Source: an optimization exercise on an open RTL-to-GDS flow (aim: small area). Production flows keep margins and buffers that such runs may drop.
Where RTL was checked, it was by simulation tests only, not by an equivalence proof against the original.
Only the layout flow was run in run 1; the RTL was not checked for function there.

## flow/design.v (module list and top-level ports; edited modules follow where they fit)
// module fft_dit_top: 1041 lines
module fft_dit_top (
   input  wire        clk,
   input  wire        rst_n,
   input  wire [23:0] in_x,
   input  wire        in_nd,
   output wire [23:0] out_x,
   output wire        out_nd,
   output reg         overflow
);
  // ...
==> flow/run.sh <==
#!/bin/bash
# synth_recipe.tcl (not shown) runs the flow's synth.tcl, then flattens the netlist and writes it again
# the make line also repeats each setting of config.mk as NAME=value (left out here)
make -C /OpenROAD-flow-scripts/flow DESIGN_CONFIG=/design/flow/config.mk WORK_HOME=/design/flow/orfs CLKGATE_MAP_FILE= SYNTH_SCRIPT=/design/flow/synth_recipe.tcl finish
==> flow/config.mk <==
export PLATFORM = sky130hd
export DESIGN_NAME = fft_dit_top
export DESIGN_NICKNAME = fft_dit_top
export VERILOG_FILES = /design/flow/design.v
export SDC_FILE = /design/flow/constraint.sdc
export NUM_CORES = 4
export LEC_CHECK = 0
export CAP_MARGIN = 20
export CORE_MARGIN = 2
export CORE_UTILIZATION = 65
export CTS_CLUSTER_DIAMETER = 120
export CTS_CLUSTER_SIZE = 24
export SLEW_MARGIN = 20
==> flow/constraint.sdc <==
create_clock -name core_clock -period 10.0 [get_ports {clk}]
set_input_delay 2.0000 -clock core_clock [delete_from_list [all_inputs] [get_ports {clk}]]
set_output_delay 2.0000 -clock core_clock [all_outputs]
set_load 0.01 [all_outputs]
==> flow_metrics.py, run 1 <==
metrics = {
    "synth": {
        "synth.area.mux_share": 0.0477,
        "synth-xor-area-share": 0.0181,
        "synth-edff-count": 782,
        "avgSynthCellArea_um2": 12.5,
        "synth_top_area_cell": "edfxtp_1",
        "async_flop_share": 0.0266,
        "ys_top_cells_by_count": "edfxtp_1, nand2_1, o21ai_0",
        "synth_adder_area_share": 0.127,
        "synth_top_family_by_area": "adder cells",
        "synth_compound_area_frac": 0.112,
    },
    "worst_setup_path": {
        "max_stage_delay_ns": 0.82,
        "crit_type": "register to register",
        "cp_num_buf_inv": 2,
        "endpoint": "bb[0][22]",
    },
    "timing": {
        "worst_slew_pin_slew_ns": 1.15,
        "period_share": 0.957,
    },
    "place": {
        "portBuffers": 52,
        "dp_worst_setup_slack_ns": 0.479,
        "gp_congestion": 0.999,
        "place_inst": 4326,
    },
    "routing": {
        "met1_length_um": 47400,
    },
    "final_layout": {
        "n_all_inverters": 273,
        "seq_share": 0.540,
        "final_common_cell": "edfxtp_1",
        "final_nets": 3828,
        "final_layout_size_suffix_gt1_frac": 0.0745,
        "nonClkBufAreaFrac": 0.0271,
        "postLayoutCellArea_mm2": 0.0468,
        "multi_input_area_mm2": 0.0169,
    },
    "cts": {
        "cts.sinks": 865,
        "ctsResizeCount": 0,
        "post_cts_buffers": 0,
    },
    "outcome": {
        "status": "timing/DRC/antenna clean",
    },
    "floorplan": {
        "dieWidth_um": 263,
        "die_area_mm2": 0.0693,
        "tap_cells": 873,
    },
    "grt": {
        "grt_pass1_wl_um": 190000,
    },
}
==> run 2, diff against run 1 <==
--- a/flow/design.v
+++ b/flow/design.v
@@ -858,21 +858,20 @@
    wire        mc2  = e_negim ? z_lo : 1'b1;
    wire [13:0] pp   = {pp_s, 1'b1} + {pp_c[11:0], c_lo, pc2};
    wire [13:0] mm   = {mm_s, 1'b1} + {mm_c[11:0], ~c_lo, mc2};
    wire [11:0] o0_im = e_negim ? mm[13:2] : pp[13:2];
    wire [11:0] o1_im = e_negim ? pp[13:2] : mm[13:2];
    reg  [12:0] r_re_q;
    reg         z_re_q;
    always @(posedge clk)
-      if (e_c1)
-      begin
-         r_re_q <= pp[13:1];
-         z_re_q <= z_lo;
-      end
+   begin
+      r_re_q <= pp[13:1];
+      z_re_q <= z_lo;
+   end
    wire [12:0] r_re = e_tc ? {x[11], x} : r_re_q;
    wire        z_re = e_tc | z_re_q;
    wire n_644 = r_re[0] ^ e_negre;
    wire n_645 = r_re[1] ^ e_negre;
    wire n_646 = r_re[2] ^ e_negre;
    wire n_647 = r_re[3] ^ e_negre;
    wire n_648 = r_re[4] ^ e_negre;
    wire n_649 = r_re[5] ^ e_negre;
==> flow/config.mk (replaced) <==
export PLATFORM = sky130hd
export DESIGN_NAME = fft_dit_top
export DESIGN_NICKNAME = fft_dit_top
export VERILOG_FILES = /design/flow/design.v
export SDC_FILE = /design/flow/constraint.sdc
export NUM_CORES = 4
export LEC_CHECK = 0
export CAP_MARGIN = 20
export CORE_MARGIN = 2
export CORE_UTILIZATION = 50
export CTS_CLUSTER_DIAMETER = 110
export CTS_CLUSTER_SIZE = 22
export SLEW_MARGIN = 20
==> run 2 against run 1 <==
Against the previous run: sequential share of layout area decreased by 0.38 points; flip-flop and latch count unchanged; count of clock-buffer cells in the layout increased by 4; global-route usage decreased by 8.5 points; critical path depth unchanged.
==> flow_metrics.py, run 2 <==
metrics = {
    "synth": {
        "synth-seq-area-share": 0.580,
        "synth_compound_area_frac": 0.111,
        "synth_top_family_by_area": "adder cells",
        "ys_ff_latch": 865,
        "synth_ff_type": "edfxtp_1",
        "synthTopCellsByArea": "edfxtp_1, fa_1, dfxtp_1",
        "synthCells": 3429,
        "ys.warnings.count": 3,
        "synthesis.nets": 3758,
        "yosysTopAreaCellShare": 0.532,
        "synth-simple-area-share": 0.0752,
        "async_flop_share": 0.0266,
        "synth.area.mux_share": 0.0498,
        "synth_top_area_cell": "edfxtp_1",
        "synth-edff-count": 768,
        "synth-xor-area-share": 0.0165,
        "synthMostInstantiatedCell": "edfxtp_1",
        "synth_adder_area_share": 0.128,
        "avgSynthCellArea_um2": 12.6,
        "ys_top_cells_by_count": "edfxtp_1, nand2_1, inv_1",
        "synthDistinctLibCells": 77,
        "netlist_area_mm2": 0.0433,
    },
    "cts": {
        "cts_hold_buf": 0,
        "ctsResizeCount": 0,
        "clk_path_buf_depth": 3,
        "numCtsBuffers": 45,
        "cts.sinks": 865,
        "cts_tree": "yes",
        "post_cts_buffers": 0,
        "root_buffer": "clkbuf_16",
        "h-tree-depth": 2,
        "path_clk_slew_ns": 0.10,
        "insertion_delay_ns": 0.65,
    },
    "grt": {
        "grt_pass1_vias": 28500,
        "grt_start_max_net_pins": 132,
        "grt_antenna_before_repair": 1,
        "globalRouteTotalUtil": 0.293,
        "grt_pass1_wl_um": 192000,
        "grt_busiest_layer": "met2",
        "groute.layer.met2.usage": 0.453,
        "grt_util_met1": 0.425,
        "overflow": 0,
        "met3_usage": 0.0505,
    },
    "place": {
        "placed_cell_area_mm2": 0.0454,
        "gp_congestion": 0.958,
        "dp_hpwl_um": 92000,
        "place_inst": 4544,
        "portBuffers": 52,
    },
    "routing": {
        "dr.pass1.iters": 7,
        "drt_iter0_markers": 3422,
        "drc": 0,
        "vias": 28200,
        "drtAntennaViolNets": 0,
        "wl_per_cell_um": 28.1,
        "via_per_inst": 6.10,
        "detail_route.wirelength_um": 130000,
    },
    "final_layout": {
        "area_growth_pct": 8.05,
        "final_cell_mix": "edfxtp_1, nand2_1, inv_1, a21oi_1, o21ai_0",
        "final_layout_size_suffix_gt1_frac": 0.0752,
        "final_nets": 3777,
        "final_common_cell": "edfxtp_1",
        "fin_cells": 4628,
        "n_antenna_cell": 0,
        "postLayoutCellArea_mm2": 0.0468,
        "largest_registers": "ba: 384 flops, bb: 384 flops",
        "fill_cells": 7064,
    },
    "worst_setup_path": {
        "worst_setup_path_start_kind": "register",
        "crit_slowest_cell": "dfrtp_4",
        "critPathCaptureType": "register",
        "max_stage_delay_ns": 0.83,
        "cpMostUsedCell": "fa_1",
        "crit_type": "register to register",
        "required_ns": 10.35,
        "cp.arrival_ns": 9.62,
        "worstPathMaxFanout": 29,
    },
    "timing": {
        "rsz0062_at_grt": "false",
        "maxSlewViolCount": 0,
        "clock_skew_ns": 0.0413,
        "worst_slew_pin_slew_ns": 1.17,
        "timing.hold.ws_ns": 0.410,
        "fmax_mhz": 108,
        "hold_violations": 0,
        "tns_ns": 0,
        "period_share": 0.927,
        "setup_viol": 0,
        "min_period_ns": 9.27,
        "relSlewSlack": 0.220,
    },
    "outcome": {
        "status": "timing/DRC/antenna clean",
    },
    "floorplan": {
        "dieHeight_um": 298,
        "core_area_mm2": 0.0855,
        "die_area_mm2": 0.0890,
        "io_pins": 53,
        "initial_core_util": 0.506,
        "dieWidth_um": 298,
        "fp-row-count": 107,
    },
    "job": {
        "maxCapViolCount": 0,
    },
    "min_path": {
        "min_path_type": "register to register",
    },
}
[run 2: cell count changes after synthesis, sizes merged, moves of 12 or more]
cell / change
clkbuf: -12
a21oi: +12
o21ai: -36
nand2: -43
dfxtp: +14
edfxtp: -14
[run 2: per-layer routing]
layer	wire length, µm	part of all wire	vias to the layer above
li1	-	-	12300
met1	54200	0.42	14400
met2	59600	0.46	1387
met3	11400	0.088	219
met4	4630	0.036	0
met5	0	0	-
[run 2: worst paths after layout]
check,from,depth (start not counted),slack (ns),endpoint
worst max-delay path,proc_bank,30,0.73,ba[1][22]
worst min-delay path,bb[5][20],0,0.41,bb[4][20]
worst max register to register,proc_bank,30,0.73,ba[1][22]
worst min register to register,bb[5][20],0,0.41,bb[4][20]
max in group asynchronous,rst_n,2,7.98,proc_bank
min in group asynchronous,rst_n,2,1.74,nd_q
[run 2: cells by family (layout without fill, tap and decap cells)]
family,after synthesis,in the layout
buf+inv,447,502
xor+xnor,80,80
flops,865,865
simple gates,749,749
mux,180,180
fa+ha+maj,306,306
compound gates,802,802
[run 2: critical path: cells and delay by family, from the launching register on]
kind                       cells  cell delay, ns
and+or+nand+nor                6            0.83
muxes                          3            1.08
buffers and inverters          2            0.18
adders and majority gates      6            2.81
AOI/OAI and AO/OA             11            2.64
DFF                            1            0.83
xor gates and xnor gates       2            0.63
[run 2: cell type report]
type | instances | area, µm² | share of cell area
Tap cell | 1144 | 1430 | 0.0306
Clock buffer | 78 | 1260 | 0.0269
Clock inverter | 5 | 82.6 | 0.00176
Sequential cell | 865 | 25100 | 0.537
Timing Repair Buffer | 142 | 1240 | 0.0265
Multi-Input combinational cell | 2117 | 16600 | 0.355
Inverter | 277 | 1040 | 0.0222
[run 2: per-stage QoR]
| stage | setup slack [ns] | utilization |
|---|---|---|
| after floorplan | 1.70 | - |
| after global placement | 1.11 | 0.531 |
| after detailed placement | 0.889 | 0.531 |
| after global routing | 0.227 | 0.547 |
| final | 0.731 | 0.547 |
| after CTS | 0.826 | 0.547 |
==> run 3, diff against run 2 <==
--- a/flow/config.mk
+++ b/flow/config.mk
@@ -8,6 +8,6 @@
 export CAP_MARGIN = 20
 export CORE_MARGIN = 2
-export CORE_UTILIZATION = 50
-export CTS_CLUSTER_DIAMETER = 110
-export CTS_CLUSTER_SIZE = 22
+export CORE_UTILIZATION = 55
+export CTS_CLUSTER_DIAMETER = 100
+export CTS_CLUSTER_SIZE = 24
 export SLEW_MARGIN = 20
==> run 3 against run 2 <==
Against the previous run: final cell count down 2.4%; critical path type unchanged; count of clock-buffer cells in the layout fell by 5; flip-flop and latch count stayed put; worst hold slack got worse by 0.0075 ns.
==> flow_metrics.py, run 3 <==
metrics = {
    "final_layout": {
        "final_nets": 3769,
        "final_common_cell": "edfxtp_1",
        "area_growth_pct": 7.61,
        "multi_input_area_mm2": 0.0166,
        "postLayoutCellArea_mm2": 0.0466,
        "seq_area_mm2": 0.0251,
        "fin_cells": 4516,
        "final_cell_mix": "edfxtp_1, nand2_1, inv_1, a21oi_1, o21ai_0",
        "largest_registers": "ba: 384 flops, bb: 384 flops",
        "final_layout_size_suffix_gt1_frac": 0.0737,
        "fill_cells": 6242,
    },
    "worst_setup_path": {
        "worstPathMaxFanout": 36,
        "crit_family": "compound AO/OA/AOI/OAI gates",
        "max_stage_delay_ns": 0.72,
        "cp.arrival_ns": 9.78,
        "cp_num_buf_inv": 4,
        "worst_setup_path_start_kind": "register",
        "crit_slowest_cell": "dfrtp_4",
        "critPathCaptureType": "register",
        "crit_type": "register to register",
        "cpMostUsedCell": "fa_1",
        "required_ns": 10.38,
    },
    "synth": {
        "synthMostInstantiatedCell": "edfxtp_1",
        "synthesis.nets": 3758,
        "synth_top_area_cell": "edfxtp_1",
        "async_flop_share": 0.0266,
        "netlist_area_mm2": 0.0433,
        "ys.warnings.count": 3,
        "synthTopCellsByArea": "edfxtp_1, fa_1, dfxtp_1",
        "synth-seq-area-share": 0.580,
        "synthDistinctLibCells": 77,
        "avgSynthCellArea_um2": 12.6,
        "ys_ff_latch": 865,
        "synth_ff_type": "edfxtp_1",
        "synth-edff-count": 768,
        "ys_top_cells_by_count": "edfxtp_1, nand2_1, inv_1",
        "yosysTopAreaCellShare": 0.532,
        "synthCells": 3429,
    },
    "grt": {
        "grt_start_max_net_pins": 80,
        "globalRouteTotalUtil": 0.315,
        "grt_pass1_wl_um": 187000,
        "grt_pass1_vias": 27900,
        "grt_antenna_before_repair": 2,
        "overflow": 0,
    },
    "routing": {
        "drc": 0,
        "drtAntennaViolNets": 0,
        "drt_iter0_markers": 3472,
        "via_per_inst": 6.24,
        "dr.pass1.iters": 8,
        "wl_per_cell_um": 28.1,
        "vias": 28200,
        "detail_route.wirelength_um": 127000,
    },
    "floorplan": {
        "core_area_mm2": 0.0777,
        "dieHeight_um": 285,
        "io_pins": 53,
        "die_area_mm2": 0.0810,
        "initial_core_util": 0.557,
        "dieWidth_um": 285,
        "fp-row-count": 102,
    },
    "timing": {
        "clock_skew_ns": 0.0383,
        "min_period_ns": 9.40,
        "tns_ns": 0,
        "period_share": 0.940,
        "rsz0062_at_grt": "false",
        "relSlewSlack": 0.214,
        "hold_violations": 0,
        "fmax_mhz": 106,
        "maxSlewViolCount": 0,
        "setup_viol": 0,
        "worst_slew_pin_slew_ns": 1.18,
    },
    "place": {
        "place_inst": 4433,
        "portBuffers": 52,
        "placed_cell_area_mm2": 0.0453,
        "dp_hpwl_um": 87800,
        "gp_congestion": 0.968,
    },
    "cts": {
        "h-tree-depth": 2,
        "cts_hold_buf": 0,
        "cts_tree": "yes",
        "path_clk_slew_ns": 0.11,
        "numCtsBuffers": 43,
        "clk_path_buf_depth": 3,
        "insertion_delay_ns": 0.66,
        "root_buffer": "clkbuf_16",
        "cts.sinks": 865,
    },
    "min_path": {
        "min_path_type": "register to register",
    },
    "job": {
        "maxCapViolCount": 0,
    },
    "outcome": {
        "status": "timing/DRC/antenna clean",
    },
}
run 3: kinds of logic after synthesis:
family                     share of synthesized area
and+or+nand+nor                               0.0752
xor gates and xnor gates                      0.0165
muxes                                         0.0498
buffers and inverters                         0.0392
adders and majority gates                      0.128
AOI/OAI and AO/OA                              0.111
DFF                                            0.580
run 3: through the flow:
stage | hold WS [ns] | util | setup WS (ns)
5_1_grt | 0.422 | 0.600 | 0.0642
4_1_cts | 0.411 | 0.599 | 0.442
3_5_place_dp | 0.405 | 0.582 | 0.509
2_1_floorplan | 0.352 | - | 1.70
3_3_place_gp | 0.400 | 0.582 | 0.723
6_report | 0.403 | 0.600 | 0.596
run 3: path summary, 6_finish.rpt:
| path | startpoint | endpoint | slack [ns] | depth (start not counted) |
|---|---|---|---|---|
| min in group asynchronous | rst_n | acc_q | 1.34 | 1 |
| max reg2reg | proc_bank | ba[3][20] | 0.60 | 31 |
| min reg2reg | bb[13][22] | bb[12][22] | 0.40 | 0 |
| max | proc_bank | ba[3][20] | 0.60 | 31 |
| min | bb[13][22] | bb[12][22] | 0.40 | 0 |
| max in group asynchronous | rst_n | proc_bank | 8.24 | 1 |
run 3: routing by layer:
layer | global-route usage | part of all wire | vias up
met5 | 0 | 0.00010 | -
met4 | 0.0920 | 0.032 | 2
met3 | 0.0500 | 0.093 | 193
met2 | 0.478 | 0.45 | 1492
met1 | 0.472 | 0.43 | 14200
li1 | - | - | 12300
run 3: cell type report:
cell class                 instances  area share
antenna                            1   0.0000537
clock buffer                      73      0.0255
clock inverter                     7     0.00271
inverter                         277      0.0223
multi-input combinational       2117       0.357
sequential                       865       0.539
tap                             1040      0.0279
timing repair buffer             136      0.0257
run 3: what timing repair did:
action                                  in CTS  in global routing
buffers inserted                             0                  1
endpoints found under the hold margin        0                  0
endpoints found under the setup margin       0                 14
resized for setup                            0                  2
==> run 4, diff against run 3 <==
--- a/flow/config.mk
+++ b/flow/config.mk
@@ -6,8 +6,8 @@
 export NUM_CORES = 4
 export LEC_CHECK = 0
-export CAP_MARGIN = 20
+export CAP_MARGIN = 0
 export CORE_MARGIN = 2
 export CORE_UTILIZATION = 55
 export CTS_CLUSTER_DIAMETER = 100
 export CTS_CLUSTER_SIZE = 24
-export SLEW_MARGIN = 20
+export SLEW_MARGIN = 0
==> run 4 against run 3 <==
Against the previous run: synthesized cell count unchanged; first-iteration DRC count increased by 5.8%; die area unchanged; cell area is 0.11% lower; non-clock buffer count fell by 1; flip-flop and latch count unchanged; critical path depth stayed put; register-to-register slack worse by 0.05 ns.
==> flow_metrics.py, run 4 <==
metrics = {
    "timing": {
        "maxSlewViolCount": 0,
        "relSlewSlack": 0.208,
        "tns_ns": 0,
        "clock_skew_ns": 0.0505,
        "setup_viol": 0,
        "hold_violations": 0,
        "worst_slew_pin_slew_ns": 1.19,
        "rsz0062_at_grt": "false",
        "period_share": 0.946,
        "fmax_mhz": 106,
        "min_period_ns": 9.46,
        "timing.hold.ws_ns": 0.412,
    },
    "synth": {
        "synth-seq-area-share": 0.580,
        "ys_top_cells_by_count": "edfxtp_1, nand2_1, inv_1",
        "synth-edff-count": 768,
        "ys_ff_latch": 865,
        "synthMostInstantiatedCell": "edfxtp_1",
        "yosysTopAreaCellShare": 0.532,
        "synthesis.nets": 3758,
        "synthCells": 3429,
        "netlist_area_mm2": 0.0433,
        "synth_top_area_cell": "edfxtp_1",
        "async_flop_share": 0.0266,
        "avgSynthCellArea_um2": 12.6,
        "synth_ff_type": "edfxtp_1",
        "ys.warnings.count": 3,
        "synthDistinctLibCells": 77,
        "synthTopCellsByArea": "edfxtp_1, fa_1, dfxtp_1",
    },
    "routing": {
        "detail_route.wirelength_um": 127000,
        "wl_per_cell_um": 28.0,
        "dr.pass1.iters": 7,
        "via_per_inst": 6.27,
        "drc": 0,
        "drt_iter0_markers": 3675,
        "drtAntennaViolNets": 0,
        "vias": 28300,
    },
    "cts": {
        "cts_tree": "yes",
        "cts.sinks": 865,
        "clk_path_buf_depth": 3,
        "insertion_delay_ns": 0.66,
        "root_buffer": "clkbuf_16",
        "numCtsBuffers": 43,
        "path_clk_slew_ns": 0.10,
        "h-tree-depth": 2,
        "cts_hold_buf": 0,
    },
    "worst_setup_path": {
        "cp.arrival_ns": 9.82,
        "worst_setup_path_start_kind": "register",
        "required_ns": 10.36,
        "cp_num_buf_inv": 3,
        "reg2reg_depth": 31,
        "worstPathMaxFanout": 36,
        "max_stage_delay_ns": 0.71,
        "regToRegSetupSlack_ns": 0.54,
        "crit_type": "register to register",
        "worstReg2RegStart": "proc_bank",
        "r2r_end": "bb[0][20]",
        "critPathCaptureType": "register",
        "cpMostUsedCell": "fa_1",
        "crit_slowest_cell": "dfrtp_4",
        "crit_family": "compound AO/OA/AOI/OAI gates",
    },
    "floorplan": {
        "core_area_mm2": 0.0777,
        "dieHeight_um": 285,
        "dieWidth_um": 285,
        "io_pins": 53,
        "fp-row-count": 102,
        "initial_core_util": 0.557,
        "die_area_mm2": 0.0810,
    },
    "job": {
        "maxCapViolCount": 0,
    },
    "min_path": {
        "min_path_type": "register to register",
        "hold_start": "ba[14][3]",
        "holdPathEnd": "ba[13][3]",
        "hold_depth": 0,
    },
    "place": {
        "place_inst": 4433,
        "dp_hpwl_um": 87800,
        "gp_congestion": 0.968,
        "portBuffers": 52,
    },
    "final_layout": {
        "largest_registers": "ba: 384 flops, bb: 384 flops",
        "final_common_cell": "edfxtp_1",
        "final_layout_size_suffix_gt1_frac": 0.0731,
        "final_nets": 3768,
        "fill_cells": 6201,
        "area_growth_pct": 7.50,
        "fin_cells": 4513,
        "final_cell_mix": "edfxtp_1, nand2_1, inv_1, a21oi_1, o21ai_0",
        "n_antenna_cell": 0,
    },
    "grt": {
        "overflow": 0,
        "globalRouteTotalUtil": 0.314,
        "grt_start_max_net_pins": 80,
        "grt_pass1_vias": 27800,
        "grt_pass1_wl_um": 186000,
        "grt_antenna_before_repair": 3,
    },
    "outcome": {
        "status": "timing/DRC/antenna clean",
    },
}
-- run 4: kinds of logic after synthesis --
family                   after synthesis  synth area share
AO/OA/AOI/OAI                        802             0.111
XOR/XNOR                              80            0.0165
adder cells (fa/ha/maj)              306             0.128
buffers and inverters                447            0.0392
flip-flops                           865             0.580
multiplexers                         180            0.0498
AND/OR/NAND/NOR                      749            0.0752
-- run 4: final cells by class --
class | count | area (µm²) | share of cell area
Inverter | 277 | 1040 | 0.0223
Multi-Input combinational cell | 2117 | 16600 | 0.357
Clock inverter | 8 | 114 | 0.00244
Sequential cell | 865 | 25100 | 0.539
Timing Repair Buffer | 135 | 1180 | 0.0253
Tap cell | 1040 | 1300 | 0.0279
Clock buffer | 71 | 1180 | 0.0254
-- run 4: timing repair --
item / in CTS / in global routing
setup buffers: 0 / 1
endpoints found under the setup margin: 0 / 14
resized for setup: 0 / 2
-- run 4: routing by layer --
metal,vias to the layer above,part of all wire,GRT usage
met5,-,0.00017,0
met4,4,0.037,0.103
met3,224,0.091,0.0540
met2,1506,0.45,0.474
met1,14300,0.42,0.467
li1,12300,-,-
-- run 4: worst max-delay path by stage --
stage / to / cells after the start / slack, ns / start
after floorplan: bb[15][22] / 29 / 1.70 / wr_ptr[0]
final: bb[0][20] / 31 / 0.54 / proc_bank
after detailed placement: ba[3][20] / 32 / 0.49 / e_s1
after global placement: ba[3][20] / 32 / 0.72 / e_s1
after CTS: bb[0][20] / 32 / 0.41 / e_s1
after global routing: ba[1][22] / 32 / 0.03 / e_s1
-- run 4: metrics by stage --
stage / setup WS (ns) / utilization / instance area, µm²
3_3_place_gp: 0.723 / 0.582 / 45200
4_1_cts: 0.410 / 0.599 / 46500
6_report: 0.541 / 0.599 / 46600
5_1_grt: 0.0295 / 0.599 / 46600
2_1_floorplan: 1.70 / - / 43400
3_5_place_dp: 0.495 / 0.582 / 45200

## re-timing with driven ports
The flow's constraints put no driver on any port. The routed layouts listed below were extracted and timed again, unchanged, in two steps.
Step 1: set_driving_cell puts a clkbuf_16 on clk and a buf_2 on each other input, an assumption about the parent block.
Step 2 times the ports against the registers' clock, not the clock port: input delays grow and output delays shrink by t, the midpoint of the rising clock arrivals with the driver on.
Slacks: ideal / step 1 / step 2; pairs: ideal / step 1.
| run | t (ns) | slack for setup (ns) | pins driven straight from the clock port |
|---|---|---|---|
| run 1 | 0.682 | 0.426 / 0.426 / 0.426 | 1 |
| run 2 | 0.697 | 0.731 / 0.731 / 0.731 | 1 |
| run 3 | 0.705 | 0.596 / 0.596 / 0.596 | 1 |
| run 4 | 0.703 | 0.541 / 0.541 / 0.541 | 1 |
After both steps setup and hold are still met in every run listed.
